From an optimization exercise on the open Yosys and OpenROAD flow, aimed at small area, a short achievable clock period and few clock cycles per item; shortcuts taken in it are not production practice. The RTL was checked by simulation tests, not by an equivalence proof against the original design. Power figures rest on the tool's default switching activity, not on a simulated workload.

## flow/design.v (module list and top-level ports; edited modules follow where they fit)
// module dot9: 3566 lines
// module cnn_top: 326 lines
module cnn_top
(
    input  logic        clk,
    input  logic        reset,
    input  logic        load_req,
    input  logic [15:0] load_cmd,        
    output logic        load_ack,
    input  logic        run_req,
    output logic        run_ack,
    output logic [81:0] result           
);
  // ...
==> flow/run.sh <==
#!/bin/bash
# synth_recipe.tcl (not shown) runs the flow's synth.tcl, then flattens the netlist and writes it again
# the make line also repeats each setting of config.mk as NAME=value (left out here)
make -C /OpenROAD-flow-scripts/flow DESIGN_CONFIG=/design/flow/config.mk WORK_HOME=/design/flow/orfs CLKGATE_MAP_FILE= SYNTH_SCRIPT=/design/flow/synth_recipe.tcl finish
==> flow/config.mk <==
export PLATFORM = sky130hd
export DESIGN_NAME = cnn_top
export DESIGN_NICKNAME = cnn_top
export VERILOG_FILES = /design/flow/design.v
export SDC_FILE = /design/flow/constraint.sdc
export NUM_CORES = 4
export LEC_CHECK = 0
export CAP_MARGIN = 20
export CORE_MARGIN = 2
export CORE_UTILIZATION = 40
export SLEW_MARGIN = 20
==> flow/constraint.sdc <==
create_clock -name core_clock -period 10.0 [get_ports {clk}]
set_input_delay 2.0000 -clock core_clock [delete_from_list [all_inputs] [get_ports {clk}]]
set_output_delay 2.0000 -clock core_clock [all_outputs]
set_load 0.01 [all_outputs]
==> summary.md, run 1 <==
| Metric | Value |
|---|---|
| Largest reg by FF count | `img` |
| Post-synthesis adder-cell area fraction | `0.195` |
| Leakage power | `28.1 nW` |
| Hold path depth | `0` |
| WP buf/inv | `0` |
| Setup ws final | `3.76 ns` |
| Sequential share of cell area | `0.390` |
| CP max FO | `10` |
| Core area | `150,000 um^2` |
| Count of non-CTS buffers in the layout | `156` |
| Buffering overhead | `0.0211` |
| Clock-pin slew on the worst setup and hold paths | `0.06 ns` |
| Outcome | `no timing/DRC/antenna violations` |
| Startpoint Class | `flip-flop` |
| Via density | `5.49` |
| Worst Setup EP | `feat[22]$_SDFFE_PP0P_` |
| Max Fclk | `160 MHz` |
| Met1 Use GR | `0.344` |
| Reg power frac | `0.350` |
| Setup Buffers After CTS | `0` |
| First-pass GRT wire length | `285,000 um` |
| Commonest cells in the netlist | `1,026 x dfxtp_1, 845 x mux2_2, 567 x inv_1, 544 x fa_1, 451 x nor2_1` |
| Yosys warnings | `3` |
| Register area share after synthesis | `0.438` |
| Vias | `40,200` |
| Util after Layout | `0.454` |
| Chip width | `393 um` |
| GR Overflow Total | `0` |
Testbench counts, summed over its fixed seeds: cycles 11,768, items 64.
==> module cnn_top, before the edit <==
module cnn_top
(
    input  logic        clk,
    input  logic        reset,
    input  logic        load_req,
    input  logic [15:0] load_cmd,        
    output logic        load_ack,
    input  logic        run_req,
    output logic        run_ack,
    output logic [81:0] result           
);
    logic [2:0] ph;
    always_ff @(posedge clk or negedge reset)
    begin
        if (!reset)
        begin
            ph <= '0;
        end
        else
        begin
            ph <= ph + 3'd1;
        end
    end
    logic       running;         
    logic       busy;
    assign busy = run_req || running || run_ack;
    logic        take;
    logic        wv;             
    logic [15:0] cmd_q;
    assign take = load_req && !load_ack && !busy;
    always_ff @(posedge clk or negedge reset)
    begin
        if (!reset)
        begin
            load_ack <= 1'b0;
            wv       <= 1'b0;
        end
        else
        begin
            wv <= take;
            if (take)
            begin
                load_ack <= 1'b1;
            end
            else if (!load_req)
            begin
                load_ack <= 1'b0;
            end
        end
    end
    always_ff @(posedge clk)
    begin
        cmd_q <= load_cmd;
    end
    logic [1:0] w_tgt;
    logic [5:0] w_addr;
    logic [7:0] w_data;
    logic [2:0] w_islot;         
    logic [1:0] w_cls;           
    logic [3:0] w_k;             
    logic [1:0] w_wslot;         
    assign w_tgt   = cmd_q[15:14];
    assign w_addr  = cmd_q[13:8];
    assign w_data  = cmd_q[7:0];
    assign w_islot = w_addr[2:0] - ph - 3'd1;
    always_comb
    begin
        w_cls = 2'd0;
        w_k   = 4'd0;
        for (int q = 0; q < 4; q++)
        begin
            for (int k = 0; k < 9; k++)
            begin
                if (w_addr == 6'(9*q + k))
                begin
                    w_cls = 2'(q);
                    w_k   = 4'(k);
                end
            end
        end
    end
    assign w_wslot = w_cls - ph[1:0] - 2'd1;
    logic [511:0] img;           
    always_ff @(posedge clk)
    begin
        for (int r = 0; r < 8; r++)
        begin
            for (int s = 0; s < 8; s++)
            begin
                if (wv && w_tgt == 2'd0 && w_addr[5:3] == 3'(r) && w_islot == 3'(s))
                begin
                    img[(8*r+s)*8 +: 8] <= w_data;
                end
                else
                begin
                    img[(8*r+s)*8 +: 8] <= img[(8*r+(s+1)%8)*8 +: 8];
                end
            end
        end
    end
    logic [71:0]  filt;          
    logic [287:0] wts;           
    always_ff @(posedge clk)
    begin
        for (int k = 0; k < 9; k++)
        begin
            if (wv && w_tgt == 2'd1 && w_addr == 6'(k))
            begin
                filt[k*8 +: 8] <= w_data;
            end
        end
        for (int s = 0; s < 4; s++)
        begin
            for (int k = 0; k < 9; k++)
            begin
                if (wv && w_tgt == 2'd2 && w_addr < 6'(36)
                    && w_wslot == 2'(s) && w_k == 4'(k))
                begin
                    wts[(9*s+k)*8 +: 8] <= w_data;
                end
                else
                begin
                    wts[(9*s+k)*8 +: 8] <= wts[(9*((s+1)%4)+k)*8 +: 8];
                end
            end
        end
    end
    logic       sweep;           
    logic [5:0] rsel;            
    logic [5:0] nwin;            
    logic       tail;            
    logic [2:0] tcnt;
    logic       dsel;            
    logic       issue;
    logic       start;
    logic [1:0] gi;
    logic [1:0] gj;
    logic [3:0] grp;
    assign issue = sweep && !(ph[2] && ph[1]);   
    assign start = !running && !run_ack && run_req;
    always_comb
    begin
        gi = 2'd0;
        for (int i = 0; i < 6; i++)
        begin
            if (rsel[i])
            begin
                gi = 2'(i / 2);
            end
        end
        gj  = ph[2:1];
        grp = 4'(gi) * 4'd3 + 4'(gj);
    end
    always_ff @(posedge clk or negedge reset)
    begin
        if (!reset)
        begin
            running <= 1'b0;
            run_ack <= 1'b0;
            sweep   <= 1'b0;
            rsel    <= '0;
            nwin    <= '0;
            tail    <= 1'b0;
            tcnt    <= '0;
            dsel    <= 1'b0;
        end
        else
        begin
            if (start)
            begin
                running <= 1'b1;
                sweep   <= 1'b1;
                rsel    <= 6'b000001;
                nwin    <= '0;
            end
            if (sweep)
            begin
                if (ph == 3'd7)
                begin
                    rsel <= {rsel[4:0], rsel[5]};
                end
                if (issue)
                begin
                    nwin <= nwin + 6'd1;
                    if (nwin == 6'd35)
                    begin
                        sweep <= 1'b0;
                        rsel  <= '0;
                        tail  <= 1'b1;
                        tcnt  <= '0;
                    end
                end
            end
            if (tail)
            begin
                tcnt <= tcnt + 3'd1;
                dsel <= tcnt >= 3'd1 && tcnt <= 3'd4;
                if (tcnt == 3'd7)
                begin
                    tail    <= 1'b0;
                    running <= 1'b0;
                    run_ack <= 1'b1;
                end
            end
            if (run_ack && !run_req)
            begin
                run_ack <= 1'b0;
            end
        end
    end
    logic [71:0] feat;           
    logic [71:0] opa;
    logic [71:0] opb;
    always_comb
    begin
        for (int r = 0; r < 3; r++)
        begin
            for (int c = 0; c < 3; c++)
            begin
                opa[(3*r+c)*8 +: 8] = dsel ? feat[(3*r+c)*8 +: 8] : 8'd0;
                for (int i = 0; i < 6; i++)
                begin
                    opa[(3*r+c)*8 +: 8] = opa[(3*r+c)*8 +: 8]
                        | (rsel[i] ? img[(8*(i+r)+c)*8 +: 8] : 8'd0);
                end
            end
        end
        opb = dsel ? wts[71:0] : filt;
    end
    logic [19:0] ra;
    logic [19:0] rb;
    dot9 u_dot9 (.clk(clk), .a(opa), .b(opb), .ra(ra), .rb(rb));
    logic       cv1, cv2;        
    logic       dv1, dv2;        
    logic [3:0] g1, g2;
    logic [1:0] q1, q2;
    logic       f1, f2;          
    always_ff @(posedge clk or negedge reset)
    begin
        if (!reset)
        begin
            cv1 <= 1'b0;
            cv2 <= 1'b0;
            dv1 <= 1'b0;
            dv2 <= 1'b0;
        end
        else
        begin
            cv1 <= issue;
            cv2 <= cv1;
            dv1 <= dsel;
            dv2 <= dv1;
        end
    end
    always_ff @(posedge clk)
    begin
        g1 <= grp;
        g2 <= g1;
        q1 <= ph[1:0];           
        q2 <= q1;
        f1 <= dsel && !dv1;
        f2 <= f1;
    end
    logic signed [19:0] sum;
    logic [7:0]  relu;
    logic [7:0]  fcur;
    logic        upd;
    assign sum = ra + rb;
    always_comb
    begin
        if (sum[19])
        begin
            relu = 8'd0;
        end
        else if (|sum[18:8])
        begin
            relu = 8'd255;
        end
        else
        begin
            relu = sum[7:0];
        end
        fcur = 8'd0;
        for (int f = 0; f < 9; f++)
        begin
            if (g2 == 4'(f))
            begin
                fcur = feat[f*8 +: 8];
            end
        end
        upd = cv2 && relu > fcur;
    end
    logic signed [19:0] scores [0:3];
    logic signed [19:0] best;
    logic [1:0]         win_class;
    always_ff @(posedge clk)
    begin
        for (int f = 0; f < 9; f++)
        begin
            if (start)
            begin
                feat[f*8 +: 8] <= 8'd0;
            end
            else if (upd && g2 == 4'(f))
            begin
                feat[f*8 +: 8] <= relu;
            end
        end
        if (dv2)
        begin
            for (int q = 0; q < 4; q++)
            begin
                if (q2 == 2'(q))
                begin
                    scores[q] <= sum;
                end
            end
            if (f2 || sum > best || (sum == best && q2 < win_class))
            begin
                best      <= sum;
                win_class <= q2;
            end
        end
    end
    assign result = {win_class, scores[3], scores[2], scores[1], scores[0]};
endmodule
==> run 2: changes to the inputs <==
--- a/flow/design.v
+++ b/flow/design.v
@@ -1687,104 +1687,140 @@
     logic s1679;
     logic c1680;
     logic s1681;
     logic c1682;
     logic s1683;
     logic c1684;
     logic s1685;
     logic c1686;
-    logic q0;
-    logic q1;
-    logic q2;
-    logic q3;
-    logic q4;
-    logic q5;
-    logic q6;
-    logic q7;
-    logic q8;
-    logic q9;
-    logic q10;
-    logic q11;
-    logic q12;
-    logic q13;
-    logic q14;
-    logic q15;
-    logic q16;
-    logic q17;
-    logic q18;
-    logic q19;
-    logic q20;
-    logic q21;
-    logic q22;
-    logic q23;
-    logic q24;
-    logic q25;
-    logic q26;
-    logic q27;
-    logic q28;
-    logic q29;
-    logic q30;
-    logic q31;
-    logic q32;
-    logic q33;
-    logic q34;
-    logic q35;
-    logic q36;
-    logic q37;
-    logic q38;
-    logic q39;
-    logic q40;
-    logic q41;
-    logic q42;
-    logic q43;
-    logic q44;
-    logic q45;
-    logic q46;
-    logic q47;
-    logic q48;
-    logic q49;
-    logic q50;
-    logic q51;
-    logic q52;
-    logic q53;
-    logic q54;
-    logic q55;
-    logic q56;
-    logic q57;
-    logic q58;
-    logic q59;
-    logic q60;
-    logic q61;
-    logic q62;
-    logic q63;
-    logic q64;
-    logic q65;
-    logic q66;
-    logic q67;
-    logic q68;
-    logic q69;
-    logic q70;
-    logic q71;
-    logic q72;
-    logic q73;
-    logic q74;
-    logic q75;
-    logic q76;
-    logic q77;
-    logic q78;
-    logic q79;
-    logic q80;
-    logic q81;
-    logic q82;
-    logic q83;
-    logic q84;
-    logic q85;
-    logic q86;
-    logic q87;
+    logic q1_0;
+    logic q1_1;
+    logic q1_2;
+    logic q1_3;
+    logic q1_4;
+    logic q1_5;
+    logic q1_6;
+    logic q1_7;
+    logic q1_8;
+    logic q1_9;
+    logic q1_10;
+    logic q1_11;
+    logic q1_12;
+    logic q1_13;
+    logic q1_14;
+    logic q1_15;
+    logic q1_16;
+    logic q1_17;
+    logic q1_18;
+    logic q1_19;
+    logic q1_20;
+    logic q1_21;
+    logic q1_22;
+    logic q1_23;
+    logic q1_24;
+    logic q1_25;
+    logic q1_26;
+    logic q1_27;
+    logic q1_28;
+    logic q1_29;
+    logic q1_30;
+    logic q1_31;
+    logic q1_32;
+    logic q1_33;
+    logic q1_34;
+    logic q1_35;
+    logic q1_36;
+    logic q1_37;
+    logic q1_38;
+    logic q1_39;
+    logic q1_40;
+    logic q1_41;
+    logic q1_42;
+    logic q1_43;
+    logic q1_44;
+    logic q1_45;
+    logic q1_46;
+    logic q1_47;
+    logic q1_48;
+    logic q1_49;
+    logic q1_50;
+    logic q1_51;
+    logic q1_52;
+    logic q1_53;
+    logic q1_54;
+    logic q1_55;
+    logic q1_56;
+    logic q1_57;
+    logic q1_58;
+    logic q1_59;
+    logic q1_60;
+    logic q1_61;
+    logic q1_62;
+    logic q1_63;
+    logic q1_64;
+    logic q1_65;
+    logic q1_66;
+    logic q1_67;
+    logic q1_68;
+    logic q1_69;
+    logic q1_70;
+    logic q1_71;
+    logic q1_72;
+    logic q1_73;
+    logic q1_74;
+    logic q1_75;
+    logic q1_76;
+    logic q1_77;
+    logic q1_78;
+    logic q1_79;
+    logic q1_80;
+    logic q1_81;
+    logic q1_82;
+    logic q1_83;
+    logic q1_84;
+    logic q1_85;
+    logic q1_86;
+    logic q1_87;
+    logic q2_88;
+    logic q2_89;
+    logic q2_90;
+    logic q2_91;
+    logic q2_92;
+    logic q2_93;
+    logic q2_94;
+    logic q2_95;
+    logic q2_96;
+    logic q2_97;
+    logic q2_98;
+    logic q2_99;
+    logic q2_100;
+    logic q2_101;
+    logic q2_102;
+    logic q2_103;
+    logic q2_104;
+    logic q2_105;
+    logic q2_106;
+    logic q2_107;
+    logic q2_108;
+    logic q2_109;
+    logic q2_110;
+    logic q2_111;
+    logic q2_112;
+    logic q2_113;
+    logic q2_114;
+    logic q2_115;
+    logic q2_116;
+    logic q2_117;
+    logic q2_118;
+    logic q2_119;
+    logic q2_120;
+    logic q2_121;
+    logic q2_122;
+    logic q2_123;
     logic [19:0] xa;
     logic [19:0] xb;
     assign pp1 = a[0] & b[0];
     assign pp2 = a[0] & b[1];
     assign pp3 = a[0] & b[2];
     assign pp4 = a[0] & b[3];
     assign pp5 = a[0] & b[4];
     assign pp6 = a[0] & b[5];
@@ -3333,94 +3369,94 @@
     assign s1549 = c1470 ^ s1471 ^ s1473;
     assign c1550 = (c1470 & s1471) | (c1470 & s1473) | (s1471 & s1473);
     assign s1551 = c1472 ^ c1474 ^ c1476;
     assign c1552 = (c1472 & c1474) | (c1472 & c1476) | (c1474 & c1476);
     assign s1553 = s1477 ^ s1479 ^ s1211;
     assign c1554 = (s1477 & s1479) | (s1477 & s1211) | (s1479 & s1211);
     assign s1555 = c1478 ^ c1480 ^ s1481;
     assign c1556 = (c1478 & c1480) | (c1478 & s1481) | (c1480 & s1481);
-    assign s1557 = q36 ^ q37;
-    assign c1558 = q36 & q37;
-    assign s1559 = q21 ^ q22 ^ q23;
-    assign c1560 = (q21 & q22) | (q21 & q23) | (q22 & q23);
-    assign s1561 = q28 ^ q29 ^ q30;
-    assign c1562 = (q28 & q29) | (q28 & q30) | (q29 & q30);
-    assign s1563 = q31 ^ q32;
-    assign c1564 = q31 & q32;
-    assign s1565 = s1557 ^ q38 ^ q39;
-    assign c1566 = (s1557 & q38) | (s1557 & q39) | (q38 & q39);
-    assign s1567 = q40 ^ q41 ^ q42;
-    assign c1568 = (q40 & q41) | (q40 & q42) | (q41 & q42);
-    assign s1569 = q43 ^ q44;
-    assign c1570 = q43 & q44;
-    assign s1571 = c1558 ^ q46 ^ q47;
-    assign c1572 = (c1558 & q46) | (c1558 & q47) | (q46 & q47);
-    assign s1573 = q48 ^ q49 ^ q50;
-    assign c1574 = (q48 & q49) | (q48 & q50) | (q49 & q50);
-    assign s1575 = q51 ^ q52 ^ q53;
-    assign c1576 = (q51 & q52) | (q51 & q53) | (q52 & q53);
-    assign s1577 = q54 ^ q55 ^ q56;
-    assign c1578 = (q54 & q55) | (q54 & q56) | (q55 & q56);
-    assign s1579 = q57 ^ q58 ^ q59;
-    assign c1580 = (q57 & q58) | (q57 & q59) | (q58 & q59);
-    assign s1581 = q60 ^ q61;
-    assign c1582 = q60 & q61;
-    assign s1583 = q62 ^ q63 ^ q64;
-    assign c1584 = (q62 & q63) | (q62 & q64) | (q63 & q64);
-    assign s1585 = q65 ^ q66 ^ q67;
-    assign c1586 = (q65 & q66) | (q65 & q67) | (q66 & q67);
-    assign s1587 = q69 ^ q70 ^ q71;
-    assign c1588 = (q69 & q70) | (q69 & q71) | (q70 & q71);
-    assign s1589 = q9 ^ q10 ^ q11;
-    assign c1590 = (q9 & q10) | (q9 & q11) | (q10 & q11);
-    assign s1591 = q15 ^ q16 ^ q17;
-    assign c1592 = (q15 & q16) | (q15 & q17) | (q16 & q17);
-    assign s1593 = q18 ^ q19;
-    assign c1594 = q18 & q19;
-    assign s1595 = s1559 ^ q24 ^ q25;
-    assign c1596 = (s1559 & q24) | (s1559 & q25) | (q24 & q25);
-    assign s1597 = q26 ^ q27 ^ 1'b1;
-    assign c1598 = (q26 & q27) | (q26 & 1'b1) | (q27 & 1'b1);
+    assign s1557 = q1_36 ^ q1_37;
+    assign c1558 = q1_36 & q1_37;
+    assign s1559 = q1_21 ^ q1_22 ^ q1_23;
+    assign c1560 = (q1_21 & q1_22) | (q1_21 & q1_23) | (q1_22 & q1_23);
+    assign s1561 = q1_28 ^ q1_29 ^ q1_30;
+    assign c1562 = (q1_28 & q1_29) | (q1_28 & q1_30) | (q1_29 & q1_30);
+    assign s1563 = q1_31 ^ q1_32;
+    assign c1564 = q1_31 & q1_32;
+    assign s1565 = s1557 ^ q1_38 ^ q1_39;
+    assign c1566 = (s1557 & q1_38) | (s1557 & q1_39) | (q1_38 & q1_39);
+    assign s1567 = q1_40 ^ q1_41 ^ q1_42;
+    assign c1568 = (q1_40 & q1_41) | (q1_40 & q1_42) | (q1_41 & q1_42);
+    assign s1569 = q1_43 ^ q1_44;
+    assign c1570 = q1_43 & q1_44;
+    assign s1571 = c1558 ^ q1_46 ^ q1_47;
+    assign c1572 = (c1558 & q1_46) | (c1558 & q1_47) | (q1_46 & q1_47);
+    assign s1573 = q1_48 ^ q1_49 ^ q1_50;
+    assign c1574 = (q1_48 & q1_49) | (q1_48 & q1_50) | (q1_49 & q1_50);
+    assign s1575 = q1_51 ^ q1_52 ^ q1_53;
+    assign c1576 = (q1_51 & q1_52) | (q1_51 & q1_53) | (q1_52 & q1_53);
+    assign s1577 = q1_54 ^ q1_55 ^ q1_56;
+    assign c1578 = (q1_54 & q1_55) | (q1_54 & q1_56) | (q1_55 & q1_56);
+    assign s1579 = q1_57 ^ q1_58 ^ q1_59;
+    assign c1580 = (q1_57 & q1_58) | (q1_57 & q1_59) | (q1_58 & q1_59);
+    assign s1581 = q1_60 ^ q1_61;
+    assign c1582 = q1_60 & q1_61;
+    assign s1583 = q1_62 ^ q1_63 ^ q1_64;
+    assign c1584 = (q1_62 & q1_63) | (q1_62 & q1_64) | (q1_63 & q1_64);
+    assign s1585 = q1_65 ^ q1_66 ^ q1_67;
+    assign c1586 = (q1_65 & q1_66) | (q1_65 & q1_67) | (q1_66 & q1_67);
+    assign s1587 = q1_69 ^ q1_70 ^ q1_71;
+    assign c1588 = (q1_69 & q1_70) | (q1_69 & q1_71) | (q1_70 & q1_71);
+    assign s1589 = q1_9 ^ q1_10 ^ q1_11;
+    assign c1590 = (q1_9 & q1_10) | (q1_9 & q1_11) | (q1_10 & q1_11);
+    assign s1591 = q1_15 ^ q1_16 ^ q1_17;
+    assign c1592 = (q1_15 & q1_16) | (q1_15 & q1_17) | (q1_16 & q1_17);
+    assign s1593 = q1_18 ^ q1_19;
+    assign c1594 = q1_18 & q1_19;
+    assign s1595 = s1559 ^ q1_24 ^ q1_25;
+    assign c1596 = (s1559 & q1_24) | (s1559 & q1_25) | (q1_24 & q1_25);
+    assign s1597 = q1_26 ^ q1_27 ^ 1'b1;
+    assign c1598 = (q1_26 & q1_27) | (q1_26 & 1'b1) | (q1_27 & 1'b1);
     assign s1599 = c1560 ^ s1561 ^ s1563;
     assign c1600 = (c1560 & s1561) | (c1560 & s1563) | (s1561 & s1563);
-    assign s1601 = q33 ^ q34 ^ q35;
-    assign c1602 = (q33 & q34) | (q33 & q35) | (q34 & q35);
+    assign s1601 = q1_33 ^ q1_34 ^ q1_35;
+    assign c1602 = (q1_33 & q1_34) | (q1_33 & q1_35) | (q1_34 & q1_35);
     assign s1603 = c1562 ^ c1564 ^ s1565;
     assign c1604 = (c1562 & c1564) | (c1562 & s1565) | (c1564 & s1565);
-    assign s1605 = s1567 ^ s1569 ^ q45;
-    assign c1606 = (s1567 & s1569) | (s1567 & q45) | (s1569 & q45);
+    assign s1605 = s1567 ^ s1569 ^ q1_45;
+    assign c1606 = (s1567 & s1569) | (s1567 & q1_45) | (s1569 & q1_45);
     assign s1607 = c1566 ^ c1568 ^ c1570;
     assign c1608 = (c1566 & c1568) | (c1566 & c1570) | (c1568 & c1570);
     assign s1609 = s1571 ^ s1573 ^ s1575;
     assign c1610 = (s1571 & s1573) | (s1571 & s1575) | (s1573 & s1575);
     assign s1611 = c1572 ^ c1574 ^ c1576;
     assign c1612 = (c1572 & c1574) | (c1572 & c1576) | (c1574 & c1576);
     assign s1613 = s1577 ^ s1579 ^ s1581;
     assign c1614 = (s1577 & s1579) | (s1577 & s1581) | (s1579 & s1581);
     assign s1615 = c1578 ^ c1580 ^ c1582;
     assign c1616 = (c1578 & c1580) | (c1578 & c1582) | (c1580 & c1582);
-    assign s1617 = s1583 ^ s1585 ^ q68;
-    assign c1618 = (s1583 & s1585) | (s1583 & q68) | (s1585 & q68);
+    assign s1617 = s1583 ^ s1585 ^ q1_68;
+    assign c1618 = (s1583 & s1585) | (s1583 & q1_68) | (s1585 & q1_68);
     assign s1619 = c1584 ^ c1586 ^ s1587;
     assign c1620 = (c1584 & c1586) | (c1584 & s1587) | (c1586 & s1587);
-    assign s1621 = q72 ^ q73 ^ q74;
-    assign c1622 = (q72 & q73) | (q72 & q74) | (q73 & q74);
-    assign s1623 = c1588 ^ q75 ^ q76;
-    assign c1624 = (c1588 & q75) | (c1588 & q76) | (q75 & q76);
-    assign s1625 = q77 ^ q78 ^ q79;
-    assign c1626 = (q77 & q78) | (q77 & q79) | (q78 & q79);
-    assign s1627 = q80 ^ q81 ^ q82;
-    assign c1628 = (q80 & q81) | (q80 & q82) | (q81 & q82);
-    assign s1629 = q83 ^ 1'b1;
-    assign c1630 = q83 & 1'b1;
-    assign s1631 = q84 ^ q85;
-    assign c1632 = q84 & q85;
-    assign s1633 = s1589 ^ q12;
-    assign c1634 = s1589 & q12;
+    assign s1621 = q1_72 ^ q1_73 ^ q1_74;
+    assign c1622 = (q1_72 & q1_73) | (q1_72 & q1_74) | (q1_73 & q1_74);
+    assign s1623 = c1588 ^ q1_75 ^ q1_76;
+    assign c1624 = (c1588 & q1_75) | (c1588 & q1_76) | (q1_75 & q1_76);
+    assign s1625 = q1_77 ^ q1_78 ^ q1_79;
+    assign c1626 = (q1_77 & q1_78) | (q1_77 & q1_79) | (q1_78 & q1_79);
+    assign s1627 = q1_80 ^ q1_81 ^ q1_82;
+    assign c1628 = (q1_80 & q1_81) | (q1_80 & q1_82) | (q1_81 & q1_82);
+    assign s1629 = q1_83 ^ 1'b1;
+    assign c1630 = q1_83 & 1'b1;
+    assign s1631 = q1_84 ^ q1_85;
+    assign c1632 = q1_84 & q1_85;
+    assign s1633 = s1589 ^ q1_12;
+    assign c1634 = s1589 & q1_12;
     assign s1635 = c1590 ^ s1591 ^ s1593;
     assign c1636 = (c1590 & s1591) | (c1590 & s1593) | (s1591 & s1593);
     assign s1637 = c1592 ^ c1594 ^ s1595;
     assign c1638 = (c1592 & c1594) | (c1592 & s1595) | (c1594 & s1595);
     assign s1639 = c1596 ^ c1598 ^ s1599;
     assign c1640 = (c1596 & c1598) | (c1596 & s1599) | (c1598 & s1599);
     assign s1641 = c1600 ^ c1602 ^ s1603;
     assign c1642 = (c1600 & c1602) | (c1600 & s1603) | (c1602 & s1603);
@@ -3433,24 +3469,24 @@
     assign s1649 = c1616 ^ c1618 ^ s1619;
     assign c1650 = (c1616 & c1618) | (c1616 & s1619) | (c1618 & s1619);
     assign s1651 = c1620 ^ c1622 ^ s1623;
     assign c1652 = (c1620 & c1622) | (c1620 & s1623) | (c1622 & s1623);
     assign s1653 = c1624 ^ c1626 ^ s1627;
     assign c1654 = (c1624 & c1626) | (c1624 & s1627) | (c1626 & s1627);
     assign s1655 = c1628 ^ c1630 ^ s1631;
     assign c1656 = (c1628 & c1630) | (c1628 & s1631) | (c1630 & s1631);
-    assign s1657 = c1632 ^ q87;
-    assign c1658 = c1632 & q87;
-    assign s1659 = q6 ^ q7;
-    assign c1660 = q6 & q7;
-    assign s1661 = s1633 ^ q13 ^ q14;
-    assign c1662 = (s1633 & q13) | (s1633 & q14) | (q13 & q14);
-    assign s1663 = c1634 ^ s1635 ^ q20;
-    assign c1664 = (c1634 & s1635) | (c1634 & q20) | (s1635 & q20);
+    assign s1657 = c1632 ^ q1_87;
+    assign c1658 = c1632 & q1_87;
+    assign s1659 = q1_6 ^ q1_7;
+    assign c1660 = q1_6 & q1_7;
+    assign s1661 = s1633 ^ q1_13 ^ q1_14;
+    assign c1662 = (s1633 & q1_13) | (s1633 & q1_14) | (q1_13 & q1_14);
+    assign s1663 = c1634 ^ s1635 ^ q1_20;
+    assign c1664 = (c1634 & s1635) | (c1634 & q1_20) | (s1635 & q1_20);
     assign s1665 = c1636 ^ s1637 ^ s1597;
     assign c1666 = (c1636 & s1637) | (c1636 & s1597) | (s1637 & s1597);
     assign s1667 = c1638 ^ s1639 ^ s1601;
     assign c1668 = (c1638 & s1639) | (c1638 & s1601) | (s1639 & s1601);
     assign s1669 = c1640 ^ s1641 ^ s1605;
     assign c1670 = (c1640 & s1641) | (c1640 & s1605) | (s1641 & s1605);
     assign s1671 = c1642 ^ s1643 ^ s1609;
     assign c1672 = (c1642 & s1643) | (c1642 & s1609) | (s1643 & s1609);
@@ -3459,115 +3495,151 @@
     assign s1675 = c1646 ^ s1647 ^ s1617;
     assign c1676 = (c1646 & s1647) | (c1646 & s1617) | (s1647 & s1617);
     assign s1677 = c1648 ^ s1649 ^ s1621;
     assign c1678 = (c1648 & s1649) | (c1648 & s1621) | (s1649 & s1621);
     assign s1679 = c1650 ^ s1651 ^ s1625;
     assign c1680 = (c1650 & s1651) | (c1650 & s1625) | (s1651 & s1625);
     assign s1681 = c1652 ^ s1653 ^ s1629;
     assign c1682 = (c1652 & s1653) | (c1652 & s1629) | (s1653 & s1629);
-    assign s1683 = c1654 ^ s1655 ^ q86;
-    assign c1684 = (c1654 & s1655) | (c1654 & q86) | (s1655 & q86);
+    assign s1683 = c1654 ^ s1655 ^ q1_86;
+    assign c1684 = (c1654 & s1655) | (c1654 & q1_86) | (s1655 & q1_86);
     assign s1685 = c1656 ^ s1657 ^ 1'b1;
     assign c1686 = (c1656 & s1657) | (c1656 & 1'b1) | (s1657 & 1'b1);
+    assign xa = {1'b1, q2_122, q2_120, q2_118, q2_116, q2_114, q2_112, q2_110, q2_108, q2_106, q2_104, q2_102, q2_100, q2_98, q2_96, q2_94, q2_92, q2_91, q2_89, q2_88};
+    assign xb = {1'b0, q2_123, q2_121, q2_119, q2_117, q2_115, q2_113, q2_111, q2_109, q2_107, q2_105, q2_103, q2_101, q2_99, q2_97, q2_95, q2_93, 1'b0, q2_90, 1'b0};
     always_ff @(posedge clk)
     begin
-        q0 <= s961;
-        q1 <= s1217;
-        q2 <= s967;
-        q3 <= s1485;
-        q4 <= c1486;
-        q5 <= s1487;
-        q6 <= c1488;
-        q7 <= s1489;
-        q8 <= s1491;
-        q9 <= c1490;
-        q10 <= c1492;
-        q11 <= s1493;
-        q12 <= s1495;
-        q13 <= s1395;
-        q14 <= s1031;
-        q15 <= c1494;
-        q16 <= c1496;
-        q17 <= s1497;
-        q18 <= s1499;
-        q19 <= s1501;
-        q20 <= s1267;
-        q21 <= c1498;
-        q22 <= c1500;
-        q23 <= c1502;
-        q24 <= s1503;
-        q25 <= s1505;
-        q26 <= s1507;
-        q27 <= s1415;
-        q28 <= c1504;
-        q29 <= c1506;
-        q30 <= c1508;
-        q31 <= s1509;
-        q32 <= s1511;
-        q33 <= s1513;
-        q34 <= s1515;
-        q35 <= s1305;
-        q36 <= c1510;
-        q37 <= c1512;
-        q38 <= c1514;
-        q39 <= c1516;
-        q40 <= s1517;
-        q41 <= s1519;
-        q42 <= s1521;
-        q43 <= s1523;
-        q44 <= s1323;
-        q45 <= s1143;
-        q46 <= c1518;
-        q47 <= c1520;
-        q48 <= c1522;
-        q49 <= c1524;
-        q50 <= s1525;
-        q51 <= s1527;
-        q52 <= s1529;
-        q53 <= s1531;
-        q54 <= c1526;
-        q55 <= c1528;
-        q56 <= c1530;
-        q57 <= c1532;
-        q58 <= s1533;
-        q59 <= s1535;
-        q60 <= s1537;
-        q61 <= s1539;
-        q62 <= c1534;
-        q63 <= c1536;
-        q64 <= c1538;
-        q65 <= c1540;
-        q66 <= s1541;
-        q67 <= s1543;
-        q68 <= s1545;
-        q69 <= c1542;
-        q70 <= c1544;
-        q71 <= c1546;
-        q72 <= s1547;
-        q73 <= s1549;
-        q74 <= s1475;
-        q75 <= c1548;
-        q76 <= c1550;
-        q77 <= s1551;
-        q78 <= s1553;
-        q79 <= s1213;
-        q80 <= c1552;
-        q81 <= c1554;
-        q82 <= s1555;
-        q83 <= s1215;
-        q84 <= c1556;
-        q85 <= c1482;
-        q86 <= s1483;
-        q87 <= c1484;
-        ra <= xa;
-        rb <= xb;
+        q1_0 <= s961;
+        q1_1 <= s1217;
+        q1_2 <= s967;
+        q1_3 <= s1485;
+        q1_4 <= c1486;
+        q1_5 <= s1487;
+        q1_6 <= c1488;
+        q1_7 <= s1489;
+        q1_8 <= s1491;
+        q1_9 <= c1490;
+        q1_10 <= c1492;
+        q1_11 <= s1493;
+        q1_12 <= s1495;
+        q1_13 <= s1395;
+        q1_14 <= s1031;
+        q1_15 <= c1494;
+        q1_16 <= c1496;
+        q1_17 <= s1497;
+        q1_18 <= s1499;
+        q1_19 <= s1501;
+        q1_20 <= s1267;
+        q1_21 <= c1498;
+        q1_22 <= c1500;
+        q1_23 <= c1502;
+        q1_24 <= s1503;
+        q1_25 <= s1505;
+        q1_26 <= s1507;
+        q1_27 <= s1415;
+        q1_28 <= c1504;
+        q1_29 <= c1506;
+        q1_30 <= c1508;
+        q1_31 <= s1509;
+        q1_32 <= s1511;
+        q1_33 <= s1513;
+        q1_34 <= s1515;
+        q1_35 <= s1305;
+        q1_36 <= c1510;
+        q1_37 <= c1512;
+        q1_38 <= c1514;
+        q1_39 <= c1516;
+        q1_40 <= s1517;
+        q1_41 <= s1519;
+        q1_42 <= s1521;
+        q1_43 <= s1523;
+        q1_44 <= s1323;
+        q1_45 <= s1143;
+        q1_46 <= c1518;
+        q1_47 <= c1520;
+        q1_48 <= c1522;
+        q1_49 <= c1524;
+        q1_50 <= s1525;
+        q1_51 <= s1527;
+        q1_52 <= s1529;
+        q1_53 <= s1531;
+        q1_54 <= c1526;
+        q1_55 <= c1528;
+        q1_56 <= c1530;
+        q1_57 <= c1532;
+        q1_58 <= s1533;
+        q1_59 <= s1535;
+        q1_60 <= s1537;
+        q1_61 <= s1539;
+        q1_62 <= c1534;
+        q1_63 <= c1536;
+        q1_64 <= c1538;
+        q1_65 <= c1540;
+        q1_66 <= s1541;
+        q1_67 <= s1543;
+        q1_68 <= s1545;
+        q1_69 <= c1542;
+        q1_70 <= c1544;
+        q1_71 <= c1546;
+        q1_72 <= s1547;
+        q1_73 <= s1549;
+        q1_74 <= s1475;
+        q1_75 <= c1548;
+        q1_76 <= c1550;
+        q1_77 <= s1551;
+        q1_78 <= s1553;
+        q1_79 <= s1213;
+        q1_80 <= c1552;
+        q1_81 <= c1554;
+        q1_82 <= s1555;
+        q1_83 <= s1215;
+        q1_84 <= c1556;
+        q1_85 <= c1482;
+        q1_86 <= s1483;
+        q1_87 <= c1484;
+        q2_88 <= q1_0;
+        q2_89 <= q1_1;
+        q2_90 <= q1_2;
+        q2_91 <= q1_3;
+        q2_92 <= q1_4;
+        q2_93 <= q1_5;
+        q2_94 <= s1659;
+        q2_95 <= q1_8;
+        q2_96 <= c1660;
+        q2_97 <= s1661;
+        q2_98 <= c1662;
+        q2_99 <= s1663;
+        q2_100 <= c1664;
+        q2_101 <= s1665;
+        q2_102 <= c1666;
+        q2_103 <= s1667;
+        q2_104 <= c1668;
+        q2_105 <= s1669;
+        q2_106 <= c1670;
+        q2_107 <= s1671;
+        q2_108 <= c1672;
+        q2_109 <= s1673;
+        q2_110 <= c1674;
+        q2_111 <= s1675;
+        q2_112 <= c1676;
+        q2_113 <= s1677;
+        q2_114 <= c1678;
+        q2_115 <= s1679;
+        q2_116 <= c1680;
+        q2_117 <= s1681;
+        q2_118 <= c1682;
+        q2_119 <= s1683;
+        q2_120 <= c1684;
+        q2_121 <= s1685;
+        q2_122 <= c1686;
+        q2_123 <= c1658;
     end
-    assign xa = {1'b1, c1686, c1684, c1682, c1680, c1678, c1676, c1674, c1672, c1670, c1668, c1666, c1664, c1662, c1660, s1659, q4, q3, q1, q0};
-    assign xb = {1'b0, c1658, s1685, s1683, s1681, s1679, s1677, s1675, s1673, s1671, s1669, s1667, s1665, s1663, s1661, q8, q5, 1'b0, q2, 1'b0};
+    assign ra = xa;
+    assign rb = xb;
 endmodule
 `timescale 1ns/1ns
 module cnn_top
 (
     input  logic        clk,
     input  logic        reset,
     input  logic        load_req,
     input  logic [15:0] load_cmd,        
@@ -3588,166 +3660,182 @@
             ph <= ph + 3'd1;
         end
     end
     logic       running;         
     logic       busy;
     assign busy = run_req || running || run_ack;
     logic        take;
     logic        wv;             
-    logic [15:0] cmd_q;
+    logic        wv2;            
+    logic        we_img;         
+    logic        we_wts;         
+    logic        we_flt;         
     assign take = load_req && !load_ack && !busy;
     always_ff @(posedge clk or negedge reset)
     begin
         if (!reset)
         begin
             load_ack <= 1'b0;
             wv       <= 1'b0;
+            wv2      <= 1'b0;
         end
         else
         begin
-            wv <= take;
+            wv  <= take;
+            wv2 <= wv;
             if (take)
             begin
                 load_ack <= 1'b1;
             end
             else if (!load_req)
             begin
                 load_ack <= 1'b0;
             end
         end
     end
-    always_ff @(posedge clk)
-    begin
-        cmd_q <= load_cmd;
-    end
-    logic [1:0] w_tgt;
-    logic [5:0] w_addr;
+    logic       w_isi;           
+    logic       w_isf;           
+    logic       w_isw;           
+    logic [2:0] w_row;
+    logic [2:0] w_col;
+    logic [3:0] w_k;             
+    logic [1:0] w_cls;           
     logic [7:0] w_data;
     logic [2:0] w_islot;         
-    logic [1:0] w_cls;           
-    logic [3:0] w_k;             
     logic [1:0] w_wslot;         
-    assign w_tgt   = cmd_q[15:14];
-    assign w_addr  = cmd_q[13:8];
-    assign w_data  = cmd_q[7:0];
-    assign w_islot = w_addr[2:0] - ph - 3'd1;
-    always_comb
+    always_ff @(posedge clk)
     begin
-        w_cls = 2'd0;
-        w_k   = 4'd0;
-        for (int q = 0; q < 4; q++)
+        if (take)
         begin
-            for (int k = 0; k < 9; k++)
+            w_isi  <= load_cmd[15:14] == 2'd0;
+            w_isf  <= load_cmd[15:14] == 2'd1 && load_cmd[13:8] < 6'(3*3);
+            w_isw  <= load_cmd[15:14] == 2'd2 && load_cmd[13:8] < 6'(36);
+            w_row  <= load_cmd[13:11];
+            w_col  <= load_cmd[10:8];
+            w_data <= load_cmd[7:0];
+            w_k    <= load_cmd[11:8];
+            w_cls  <= 2'd0;
+            for (int q = 0; q < 4; q++)
             begin
-                if (w_addr == 6'(9*q + k))
+                for (int k = 0; k < 9; k++)
                 begin
-                    w_cls = 2'(q);
-                    w_k   = 4'(k);
+                    if (load_cmd[13:8] == 6'(9*q + k))
+                    begin
+                        w_cls <= 2'(q);
+                        w_k   <= 4'(k);
+                    end
                 end
             end
         end
     end
+    assign w_islot = w_col - ph - 3'd1;
     assign w_wslot = w_cls - ph[1:0] - 2'd1;
+    assign we_img = (wv || wv2) && w_islot[0] && w_isi;
+    assign we_wts = (wv || wv2) && w_wslot[0] && w_isw;
+    assign we_flt = wv && w_isf;
     logic [511:0] img;           
     always_ff @(posedge clk)
     begin
         for (int r = 0; r < 8; r++)
         begin
             for (int s = 0; s < 8; s++)
             begin
-                if (wv && w_tgt == 2'd0 && w_addr[5:3] == 3'(r) && w_islot == 3'(s))
+                if (s % 2 == 1 && we_img && w_row == 3'(r) && w_islot == 3'(s))
                 begin
                     img[(8*r+s)*8 +: 8] <= w_data;
                 end
                 else
                 begin
                     img[(8*r+s)*8 +: 8] <= img[(8*r+(s+1)%8)*8 +: 8];
                 end
             end
         end
     end
     logic [71:0]  filt;          
     logic [287:0] wts;           
     always_ff @(posedge clk)
     begin
         for (int k = 0; k < 9; k++)
         begin
-            if (wv && w_tgt == 2'd1 && w_addr == 6'(k))
+            if (we_flt && w_k == 4'(k))
             begin
                 filt[k*8 +: 8] <= w_data;
             end
         end
         for (int s = 0; s < 4; s++)
         begin
             for (int k = 0; k < 9; k++)
             begin
-                if (wv && w_tgt == 2'd2 && w_addr < 6'(36)
-                    && w_wslot == 2'(s) && w_k == 4'(k))
+                if (s % 2 == 1 && we_wts && w_wslot == 2'(s) && w_k == 4'(k))
                 begin
                     wts[(9*s+k)*8 +: 8] <= w_data;
                 end
                 else
                 begin
                     wts[(9*s+k)*8 +: 8] <= wts[(9*((s+1)%4)+k)*8 +: 8];
                 end
             end
         end
     end
+    localparam int DLAT = 4;
     logic       sweep;           
     logic [5:0] rsel;            
     logic [5:0] nwin;            
     logic       tail;            
-    logic [2:0] tcnt;
+    logic [3:0] tcnt;
     logic       dsel;            
     logic       issue;
     logic       start;
+    logic       start_q;
+    logic [2:0] phn;             
     logic [1:0] gi;
-    logic [1:0] gj;
     logic [3:0] grp;
-    assign issue = sweep && !(ph[2] && ph[1]);   
+    assign phn   = ph + 3'd1;
+    assign issue = sweep && !(phn[2] && phn[1]);     
     assign start = !running && !run_ack && run_req;
     always_comb
     begin
         gi = 2'd0;
         for (int i = 0; i < 6; i++)
         begin
             if (rsel[i])
             begin
                 gi = 2'(i / 2);
             end
         end
-        gj  = ph[2:1];
-        grp = 4'(gi) * 4'd3 + 4'(gj);
+        grp = 4'(gi) * 4'd3 + 4'(phn[2:1]);
     end
     always_ff @(posedge clk or negedge reset)
     begin
         if (!reset)
         begin
             running <= 1'b0;
             run_ack <= 1'b0;
             sweep   <= 1'b0;
             rsel    <= '0;
             nwin    <= '0;
             tail    <= 1'b0;
             tcnt    <= '0;
             dsel    <= 1'b0;
+            start_q <= 1'b0;
         end
         else
         begin
+            start_q <= start;
             if (start)
             begin
                 running <= 1'b1;
                 sweep   <= 1'b1;
                 rsel    <= 6'b000001;
                 nwin    <= '0;
             end
             if (sweep)
             begin
-                if (ph == 3'd7)
+                if (phn == 3'd7)
                 begin
                     rsel <= {rsel[4:0], rsel[5]};
                 end
                 if (issue)
                 begin
                     nwin <= nwin + 6'd1;
                     if (nwin == 6'd35)
                     begin
@@ -3755,139 +3843,146 @@
                         rsel  <= '0;
                         tail  <= 1'b1;
                         tcnt  <= '0;
                     end
                 end
             end
             if (tail)
             begin
-                tcnt <= tcnt + 3'd1;
-                dsel <= tcnt >= 3'd1 && tcnt <= 3'd4;
-                if (tcnt == 3'd7)
+                tcnt <= tcnt + 4'd1;
+                dsel <= tcnt >= 4'(DLAT - 1) && tcnt <= 4'(DLAT + 2);
+                if (tcnt == 4'(2*DLAT + 3))
                 begin
                     tail    <= 1'b0;
                     running <= 1'b0;
                     run_ack <= 1'b1;
                 end
             end
             if (run_ack && !run_req)
             begin
                 run_ack <= 1'b0;
             end
         end
     end
     logic [71:0] feat;           
-    logic [71:0] opa;
-    logic [71:0] opb;
-    always_comb
+    logic [71:0] opa;            
+    logic [71:0] opb;            
+    always_ff @(posedge clk)
     begin
         for (int r = 0; r < 3; r++)
         begin
             for (int c = 0; c < 3; c++)
             begin
-                opa[(3*r+c)*8 +: 8] = dsel ? feat[(3*r+c)*8 +: 8] : 8'd0;
+                logic [7:0] x;
+                x = dsel ? feat[(3*r+c)*8 +: 8] : 8'd0;
                 for (int i = 0; i < 6; i++)
                 begin
-                    opa[(3*r+c)*8 +: 8] = opa[(3*r+c)*8 +: 8]
-                        | (rsel[i] ? img[(8*(i+r)+c)*8 +: 8] : 8'd0);
+                    x = x | (rsel[i] ? img[(8*(i+r)+c+1)*8 +: 8] : 8'd0);
                 end
+                opa[(3*r+c)*8 +: 8] <= x;
+                opb[(3*r+c)*8 +: 8] <= dsel ? wts[(9+3*r+c)*8 +: 8] : filt[(3*r+c)*8 +: 8];
             end
         end
-        opb = dsel ? wts[71:0] : filt;
     end
     logic [19:0] ra;
     logic [19:0] rb;
     dot9 u_dot9 (.clk(clk), .a(opa), .b(opb), .ra(ra), .rb(rb));
-    logic       cv1, cv2;        
-    logic       dv1, dv2;        
-    logic [3:0] g1, g2;
-    logic [1:0] q1, q2;
-    logic       f1, f2;          
+    logic       cv [1:DLAT];     
+    logic       dv [1:DLAT];     
+    logic [3:0] g [1:DLAT];
+    logic [1:0] q [1:DLAT];
+    logic       f [1:DLAT];      
     always_ff @(posedge clk or negedge reset)
     begin
         if (!reset)
         begin
-            cv1 <= 1'b0;
-            cv2 <= 1'b0;
-            dv1 <= 1'b0;
-            dv2 <= 1'b0;
+            for (int i = 1; i <= DLAT; i++)
+            begin
+                cv[i] <= 1'b0;
+                dv[i] <= 1'b0;
+            end
         end
         else
         begin
-            cv1 <= issue;
-            cv2 <= cv1;
-            dv1 <= dsel;
-            dv2 <= dv1;
+            cv[1] <= issue;
+            dv[1] <= dsel;
+            for (int i = 2; i <= DLAT; i++)
+            begin
+                cv[i] <= cv[i-1];
+                dv[i] <= dv[i-1];
+            end
         end
     end
     always_ff @(posedge clk)
     begin
-        g1 <= grp;
-        g2 <= g1;
-        q1 <= ph[1:0];           
-        q2 <= q1;
-        f1 <= dsel && !dv1;
-        f2 <= f1;
+        g[1] <= grp;
+        q[1] <= phn[1:0];        
+        f[1] <= dsel && !dv[1];
+        for (int i = 2; i <= DLAT; i++)
+        begin
+            g[i] <= g[i-1];
+            q[i] <= q[i-1];
+            f[i] <= f[i-1];
+        end
     end
     logic signed [19:0] sum;
-    logic [7:0]  relu;
-    logic [7:0]  fcur;
-    logic        upd;
+    logic signed [19:0] sum_q;
+    logic [7:0]  relu_q;
     assign sum = ra + rb;
-    always_comb
+    always_ff @(posedge clk)
     begin
+        sum_q <= sum;
         if (sum[19])
         begin
-            relu = 8'd0;
+            relu_q <= 8'd0;
         end
         else if (|sum[18:8])
         begin
-            relu = 8'd255;
+            relu_q <= 8'd255;
         end
         else
         begin
-            relu = sum[7:0];
+            relu_q <= sum[7:0];
         end
-        fcur = 8'd0;
-        for (int f = 0; f < 9; f++)
+    end
+    logic [8:0]  upd;
+    always_comb
+    begin
+        for (int i = 0; i < 9; i++)
         begin
-            if (g2 == 4'(f))
-            begin
-                fcur = feat[f*8 +: 8];
-            end
+            upd[i] = cv[DLAT] && g[DLAT] == 4'(i) && relu_q > feat[i*8 +: 8];
         end
-        upd = cv2 && relu > fcur;
     end
     logic signed [19:0] scores [0:3];
     logic signed [19:0] best;
     logic [1:0]         win_class;
     always_ff @(posedge clk)
     begin
-        for (int f = 0; f < 9; f++)
+        for (int i = 0; i < 9; i++)
         begin
-            if (start)
+            if (start_q)
             begin
-                feat[f*8 +: 8] <= 8'd0;
+                feat[i*8 +: 8] <= 8'd0;
             end
-            else if (upd && g2 == 4'(f))
+            else if (upd[i])
             begin
-                feat[f*8 +: 8] <= relu;
+                feat[i*8 +: 8] <= relu_q;
             end
         end
-        if (dv2)
+        if (dv[DLAT])
         begin
-            for (int q = 0; q < 4; q++)
+            for (int c = 0; c < 4; c++)
             begin
-                if (q2 == 2'(q))
+                if (q[DLAT] == 2'(c))
                 begin
-                    scores[q] <= sum;
+                    scores[c] <= sum_q;
                 end
             end
-            if (f2 || sum > best || (sum == best && q2 < win_class))
+            if (f[DLAT] || sum_q > best || (sum_q == best && q[DLAT] < win_class))
             begin
-                best      <= sum;
-                win_class <= q2;
+                best      <= sum_q;
+                win_class <= q[DLAT];
             end
         end
     end
     assign result = {win_class, scores[3], scores[2], scores[1], scores[0]};
 endmodule
==> flow/flow/run.sh (new file) <==
#!/bin/bash
# The standard layout, with timing repair aiming at 6.5 ns of setup slack
# against the design's 10 ns clock (a 3.5 ns critical path) instead of 0.
set -euo pipefail
bash standard.sh SETUP_SLACK_MARGIN=6.5 finish > standard_flow.log 2>&1
==> flow/standard.sh (new file) <==
#!/bin/bash
# synth_recipe.tcl (not shown) runs the flow's synth.tcl, then flattens the netlist and writes it again
# the make line also repeats each setting of config.mk as NAME=value (left out here)
make -C /OpenROAD-flow-scripts/flow DESIGN_CONFIG=/design/flow/config.mk WORK_HOME=/design/flow/orfs CLKGATE_MAP_FILE= SYNTH_SCRIPT=/design/flow/synth_recipe.tcl "${@:-finish}"
removed: flow/run.sh
==> run 2 against run 1 <==
  * Sequential power rose by about 20%
  * Fmax rose by 80%
  * Critical path depth fell by 9
  * Worst setup slack improved by 2.8 ns
  * Highest routed layer unchanged
  * Clock power rose by 14%
  * Utilization rose by 0.52 points
  * Cell area rose by 2.3%
==> summary.md, run 2 <==
| Metric | Value |
|---|---|
| FP Rows | `143` |
| Core area | `152,000 um^2 (+1.2%)` |
| Remaining DRCs | `0` |
| CTS Hold Buffers Added | `0` |
| Top post-synthesis cells by area | `dfxtp_1 39%, fa_1 18%, edfxtp_1 9.7%` |
| Outcome | `no timing/DRC/antenna violations` |
| Area share of the largest cell type after synthesis | `0.393` |
| Worst Path Required | `10.67 ns` |
| Most frequent cells in the layout | `1,058 x dfxtp_1, 652 x inv_1, 532 x fa_1` |
| Yosys cell types | `74` |
| Async set-or-reset flop fraction in the synthesized netlist | `0.0252` |
| Cell Area, Synth | `61,000 um^2` |
| Worst vdd ir | `0.000172 V` |
| CTS root buffer | `clkbuf_16` |
| Worst path max stage delay | `0.63 ns` |
| PnR Total Power | `18.1 mW` |
| Top-count cell post-synth | `dfxtp_1` |
| Final setup viols | `0` |
| Pwr dens | `261 nW/um^2` |
| Chip width | `394 um (+0.40%)` |
| Clock-pin slew on the worst setup and hold paths | `0.07 ns (about the same)` |
| Hold/Removal Path Class | `flip-flop to flip-flop` |
| Drt first pass iters | `9` |
| Crit path capture type | `flip-flop` |
| Drt initial violations | `3,747` |
| Max-Cap Viols | `0` |
| Vias in the first global route | `37,400` |
| Final worst-path cycle share | `0.346` |
| Post-Place Cells | `6,928` |
| Crit-path cells | `buf_4, and2_1, fa_1, fa_1, fa_1, fa_1, inv_1, fa_1` |
| Antenna Nets Post-Route | `0` |
| Final hold violations | `0` |
| Rel. slew slack | `0.289` |
| Via density | `5.12 (-6.7%)` |
| Register area share after synthesis | `0.505 (+0.0665)` |
| TritonCTS clock tree | `done` |
| RSZ-0062 raised after global routing | `true` |
| Max FFs per register | `512` |
| Crit path max-delay family | `adder cells` |
| Max-slew violation count | `0` |
| CTS H-tree depth | `4` |
| Yosys reg bits | `1,429` |
| Cell repeated most along the worst path | `fa_1` |
| Synthesized instance count | `4,894` |
| Yosys warnings | `8 (+5)` |
| Total track usage | `0.216` |
| Slew @ Worst Pin | `1.07 ns` |
| RePlAce Congestion | `0.951` |
| Post-synth EDFFs | `197` |
| Most common cell after layout, fill and taps aside | `dfxtp_1` |
| Leakage power | `29.0 nW (+3.3%)` |
| CTS Sinks | `1,429` |
| Synth area leader | `dfxtp_1` |
| Port Buf Inserts | `103` |
| Pin count of the biggest net entering global routing | `81` |
| Crit path max-delay cell type | `fa_1` |
| Clock tree buffer depth | `3` |
| Commonest cells in the netlist | `1,196 x dfxtp_1, 654 x inv_1, 544 x fa_1, 473 x mux2_2, 399 x and2_1` |
| Initial antenna violation count | `10` |
| GR Overflow Total | `0 (unchanged)` |
| Clk_skew | `0.0609 ns` |
| Final WL | `168,000 um` |
| Area growth syn-to-layout | `14.2%` |
| CTS Buf Count | `144` |
| HPWL after DPL | `125,000 um` |
| Worst EP arrival | `4.13 ns` |
| Die Y | `394 um` |
| WP buf/inv | `2 (+2)` |
| Final Instance Area | `69,600 um^2` |
| Synthesized net count | `5,591` |
| Nets | `5,748` |
| Startpoint Class | `flip-flop` |
| Largest reg by FF count | `img` |
| Min cycle time layout | `3.46 ns` |
| Max Fclk | `289 MHz (+80%)` |
| First-pass GRT wire length | `249,000 um (-12%)` |
| Top Registers | `img x512, wts x288, scores x80` |
| Ports | `104` |
| Predominant post-synthesis flop cell | `dfxtp_1` |
| Layout cell share with drive strength beyond 1 | `0.184` |
| Vias | `36,900 (-8.2%)` |
| Die area | `156,000 um^2` |
| Hold_ws | `0.311 ns` |
| Final Non-Filler Cells | `7,207` |
| Worst skew pair latency | `0.81 ns` |
| Syn Area/Cell | `12.5 um^2` |
| WS Path Type | `flip-flop to flip-flop` |
| Setup TNS | `0 ns` |
| Routed len/inst | `23.3 um` |
| Initial Utilization | `0.402` |
| Placed cell area | `64,300 um^2` |
| CP max FO | `5 (-5)` |
-- run 2: cell count changes in the layout (fill, tap and decap cells not counted), moves of 62 or more --
cell | before | now
clkdlybuf4s50_1 | 102 | 17
ha_1 | 71 | 133
inv_1 | 567 | 652
dfxtp_2 | 0 | 113
mux2_2 | 845 | 473
and3_1 | 73 | 3
nor2_1 | 448 | 151
and2_1 | 11 | 396
-- run 2: logic make-up after synthesis --
family          count (synthesis)  share of synthesized area
fa+ha+maj                     677                      0.206
xor+xnor                       23                    0.00330
compound gates                398                     0.0495
flops                        1429                      0.505
simple gates                 1024                     0.0873
mux                           550                      0.100
buf+inv                       793                     0.0491
-- run 2: power by group --
| part | internal, mW | total (mW) | leakage, nW | switching (mW) |
|---|---|---|---|---|
| clock network | 3.18 | 5.52 | 2.39 | 2.33 |
| logic | 2.05 | 5.08 | 14.6 | 3.03 |
| registers | 6.62 | 7.53 | 12.0 | 0.912 |
-- run 2: cell type report --
cell class,count,area (um^2)
tap,2030,2540
multi-input combinational,2672,27300
antenna,4,10.0
inverter,654,2450
timing repair buffer,150,1380
clock inverter,72,873
sequential,1429,31000
fill,13800,82100
clock buffer,196,4060
-- run 2: stage by stage --
step / utilization / worst slack [ns]
global placement: 0.424 / 5.44
global route: 0.459 / 6.45
finish: 0.459 / 6.54
CTS: 0.457 / 6.43
floorplan: - / 6.72
detailed placement: 0.424 / 5.61
-- run 2: path summary, 6_finish.rpt --
kind	from	endpoint	slack, ns	cells after the start
max	opa[9]$_DFF_P_	u_dot9.q1_43$_DFF_P_	6.54	8
min	img[172]$_DFF_P_	img[164]$_DFF_P_	0.31	0
max reg2reg	opa[9]$_DFF_P_	u_dot9.q1_43$_DFF_P_	6.54	8
min reg2reg	img[172]$_DFF_P_	img[164]$_DFF_P_	0.31	0
max in group asynchronous	reset	dsel$_DFFE_PN0P_	8.14	2
min in group asynchronous	reset	ph[0]$_DFF_PN0_	1.29	2
-- run 2: per-layer routing --
metal	track usage	wire, um	share of wire
met1	0.302	74200	0.44
met2	0.326	73200	0.44
met3	0.0529	14700	0.088
met4	0.0759	5670	0.034
met5	0	27	0.00016
-- run 2: what timing repair did --
action | in CTS | in global routing
endpoints found under the setup margin | 136 | 88
gates resized for setup | 222 | 111
setup buffers | 1 | 6
pin swaps | 1 | 6
Testbench counts of run 2, summed over its fixed seeds: cycles 12,128, items 64.
==> run 3: changes to the inputs <==
--- a/flow/config.mk
+++ b/flow/config.mk
@@ -9,3 +9,5 @@
 export CORE_MARGIN = 2
 export CORE_UTILIZATION = 40
+export CTS_CLUSTER_DIAMETER = 60
+export CTS_CLUSTER_SIZE = 24
 export SLEW_MARGIN = 20
==> run 3 against run 2 <==
  * Still clean on timing, DRC and antenna
  * Cell area fell by 2.1%
  * Total power decreased by 6.7%
  * Synthesized cell count did not move
  * Hold slack improved by 0.012 ns
==> summary.md, run 3 <==
| Metric | Value |
|---|---|
| Most frequent cells in the layout | `1,062 x dfxtp_1, 650 x inv_1, 526 x fa_1` |
| Reg2reg path depth | `8 (unchanged)` |
| Setup TNS | `0 ns (unchanged)` |
| Crit path max-delay cell type | `fa_1` |
| First-pass GRT wire length | `247,000 um (-1.0%)` |
| Fill count | `14,000 (+1.2%)` |
| Area growth syn-to-layout | `11.7%` |
| Total track usage | `0.213 (-0.00298)` |
| GR Overflow Total | `0 (unchanged)` |
| Top-count cell post-synth | `dfxtp_1` |
| Cell Area, Synth | `61,000 um^2 (unchanged)` |
| CTS root buffer | `clkbuf_16` |
| Die Y | `394 um (unchanged)` |
| DR WL met3 | `14,400 um (-2.1%)` |
| Final hold violations | `0 (unchanged)` |
| TritonCTS clock tree | `done` |
| Largest reg by FF count | `img` |
| Startpoint Class | `flip-flop` |
| Area share of the largest cell type after synthesis | `0.393 (unchanged)` |
| WS Path Type | `flip-flop to flip-flop` |
| Setup ws final | `6.54 ns (+0.000970 ns)` |
| Register area share after synthesis | `0.505 (unchanged)` |
| Yosys reg bits | `1,429 (unchanged)` |
| Post-Place Cells | `6,928 (unchanged)` |
| HPWL after DPL | `125,000 um (unchanged)` |
| Crit-path cells | `buf_4, and2_1, fa_1, fa_1, fa_1, fa_1, inv_1, fa_1` |
| Pwr dens | `248 nW/um^2 (-4.6%)` |
| Yosys cell types | `74 (unchanged)` |
| Core area | `152,000 um^2 (unchanged)` |
| Placed cell area | `64,300 um^2 (unchanged)` |
| Post-synth EDFFs | `197 (unchanged)` |
| Crit path max-delay family | `adder cells` |
| RSZ-0062 raised after global routing | `true` |
| CTS H-tree depth | `3 (-1)` |
| CTS Sinks | `1,429 (unchanged)` |
| Top Registers | `img x512, wts x288, scores x80` |
| CTS Buf Count | `96 (-33%)` |
| Slew @ Worst Pin | `1.05 ns (-0.0127 ns)` |
| Max-Cap Viols | `0 (unchanged)` |
| DR top layer | `met5` |
| Min cycle time layout | `3.46 ns (-0.000970 ns)` |
| Chip width | `394 um (unchanged)` |
| Remaining DRCs | `0 (unchanged)` |
| Drt initial violations | `3,610 (-3.7%)` |
| CP max FO | `6 (+1)` |
| Hold path depth | `0 (unchanged)` |
| WHS Endpoint | `img[224]$_DFF_P_` |
| Final setup viols | `0 (unchanged)` |
| Worst r2r dst | `u_dot9.q1_43$_DFF_P_` |
| Clock share of power | `0.255 (-0.049)` |
| Combinational share of power | `0.300 (+0.020)` |
| Synth area leader | `dfxtp_1` |
| Outcome | `no timing/DRC/antenna violations` |
| Drt first pass iters | `9 (unchanged)` |
| Hold_ws | `0.323 ns (+0.0119 ns)` |
| Syn Area/Cell | `12.5 um^2 (unchanged)` |
| Final Instance Area | `68,100 um^2 (-2.1%)` |
| Clock tree buffer depth | `3 (unchanged)` |
| Hold/Removal Path Class | `flip-flop to flip-flop` |
| Clock-pin slew on the worst setup and hold paths | `0.08 ns (about the same)` |
| Sw Ratio | `0.366 (+0.0199)` |
| Commonest cells in the netlist | `1,196 x dfxtp_1, 654 x inv_1, 544 x fa_1, 473 x mux2_2, 399 x and2_1` |
| Reg power frac | `0.445 (+0.030)` |
| Worst EP arrival | `4.09 ns (-0.04 ns)` |
| Rel. slew slack | `0.295 (+0.00610)` |
| DP Worst Slack | `5.61 ns (unchanged)` |
| R2R setup slack | `6.54 ns (about the same)` |
| Worst reg2reg path startpoint | `opa[9]$_DFF_P_` |
| Synthesized instance count | `4,894 (unchanged)` |
| Worst skew pair latency | `0.76 ns (-0.05 ns)` |
| Clk_skew | `0.0910 ns (+0.0301 ns)` |
| Worst vdd ir | `0.000167 V (-3.0%)` |
| Pin count of the biggest net entering global routing | `81 (unchanged)` |
| Max FFs per register | `512 (unchanged)` |
| PnR Total Power | `16.9 mW (-6.7%)` |
| Initial antenna violation count | `12 (+2)` |
| CTS Hold Buffers Added | `0 (unchanged)` |
| FP Rows | `143 (unchanged)` |
| Vias in the first global route | `36,800 (-1.6%)` |
| Ports | `104 (unchanged)` |
| Via density | `5.13 (+0.11%)` |
| Synthesized net count | `5,591 (unchanged)` |
| Nets | `5,696 (-0.90%)` |
| Port Buf Inserts | `103 (unchanged)` |
| Vias | `36,500 (-1.2%)` |
| Routed len/inst | `23.3 um (+0.25%)` |
| Pint | `10.7 mW (-9.5%)` |
| Antenna Nets Post-Route | `0 (unchanged)` |
| Predominant post-synthesis flop cell | `dfxtp_1` |
| Leakage power | `28.3 nW (-2.4%)` |
| Top post-synthesis cells by area | `dfxtp_1 39%, fa_1 18%, edfxtp_1 9.7%` |
| WP buf/inv | `2 (unchanged)` |
| Initial Utilization | `0.402 (unchanged)` |
| Max-slew violation count | `0 (unchanged)` |
| Worst path max stage delay | `0.63 ns (about the same)` |
| Switching pwr | `6.19 mW (-1.3%)` |
| Yosys warnings | `8 (unchanged)` |
| Max Fclk | `289 MHz (about the same)` |
| Min-delay src | `img[232]$_DFF_P_` |
| Final WL | `166,000 um (-1.0%)` |
| Met2 wire length | `72,000 um (-1.6%)` |
| Crit path capture type | `flip-flop` |
| Layout cell share with drive strength beyond 1 | `0.173 (-0.0107)` |
| Cell repeated most along the worst path | `fa_1` |
| Util after Layout | `0.449 (-0.00976)` |
| Final worst-path cycle share | `0.346 (about the same)` |
| RePlAce Congestion | `0.951 (unchanged)` |
| Stages on worst setup path | `8 (unchanged)` |
| Final Non-Filler Cells | `7,114 (-1.3%)` |
| Met1 WL | `73,900 um (-0.37%)` |
| Async set-or-reset flop fraction in the synthesized netlist | `0.0252 (unchanged)` |
| Die area | `156,000 um^2 (unchanged)` |
| Most common cell after layout, fill and taps aside | `dfxtp_1` |
| Worst Path Required | `10.63 ns (-0.04 ns)` |
-- run 3: cell counts after synthesis --
No cell type changed its count.
-- run 3: worst max-delay path by stage --
stage / endpoint / slack, ns / start
after floorplan: u_dot9.q1_61$_DFF_P_ / 6.72 / opb[7]$_DFF_P_
final: u_dot9.q1_43$_DFF_P_ / 6.54 / opa[9]$_DFF_P_
after global placement: w_k[1]$_SDFFCE_PP0P_ / 5.44 / load_cmd[11]
after detailed placement: w_k[1]$_SDFFCE_PP0P_ / 5.61 / load_cmd[11]
after global routing: u_dot9.q1_43$_DFF_P_ / 6.46 / opa[9]$_DFF_P_
after CTS: run_ack / 6.29 / run_ack$_DFFE_PN0P_
-- run 3: area by class of cell --
cell class	count	area, um^2	area share
flip-flops and latches	1429	31000	0.456
multi-input cells	2672	27300	0.401
well taps	2030	2540	0.0373
clock buffers	109	2510	0.0369
inverters	654	2450	0.0360
repair buffers	146	1280	0.0188
clock inverters	68	972	0.0143
diodes	6	15.0	0.000220
-- run 3: power by group through the flow --
| stage | clock [mW] | combinational, mW | sequential, mW |
|---|---|---|---|
| finish | 4.32 | 5.07 | 7.53 |
| global route | 4.64 | 5.78 | 7.58 |
| CTS | 4.42 | 5.06 | 7.48 |
| detailed placement | 0 | 5.06 | 7.59 |
| global placement | 0 | 4.92 | 7.58 |
| floorplan | 0 | 3.47 | 7.08 |
-- run 3: cells by family (layout without fill, tap and decap cells) --
kind of cell	count (synthesis)	after routing	synth area share
compound gates	398	398	0.0495
xor+xnor	23	23	0.00330
fa+ha+maj	677	677	0.206
buf+inv	793	977	0.0491
flops	1429	1429	0.505
mux	550	550	0.100
other cells	0	6	0
simple gates	1024	1024	0.0873
-- run 3: routing by layer --
layer / up-vias / GRT usage
met3: 295 / 0.0469
met5: - / 0
met1: 18500 / 0.301
li1: 16200 / -
met4: 6 / 0.0744
met2: 1453 / 0.323
-- run 3: timing repair --
action	in CTS	in global routing
buffers inserted	2	1
gates resized for setup	190	112
endpoints found under the setup margin	135	77
pin swaps	1	12

-- port drivers added, routing unchanged --
No port has a modelled driver above. Below, the same layouts with a new extraction and two added sets of constraints.
Step 1: set_driving_cell puts a clkbuf_16 on clk and a buf_2 on each other input, an assumption about the parent block.
Step 2 times the ports against the registers' clock, not the clock port: input delays grow and output delays shrink by t, the midpoint of the rising clock arrivals with the driver on.
Slacks: ideal / step 1 / step 2; pairs: ideal / step 1.
| run | shift t [ns] | slack for setup (ns) | worst data-port slew with drivers (ns) |
|---|---|---|---|
| run 1 | 0.857 | 3.763 / 3.763 / 3.763 | 0.04 |
| run 2 | 0.861 | 6.542 / 6.492 / 5.985 | 0.04 |
| run 3 | 0.797 | 6.543 / 6.491 / 6.017 | 0.04 |
After both steps setup and hold are still met in every run listed. The setup slack of run 2, which loses most, moves by -0.050 ns with the drivers and by -0.557 ns with both steps.
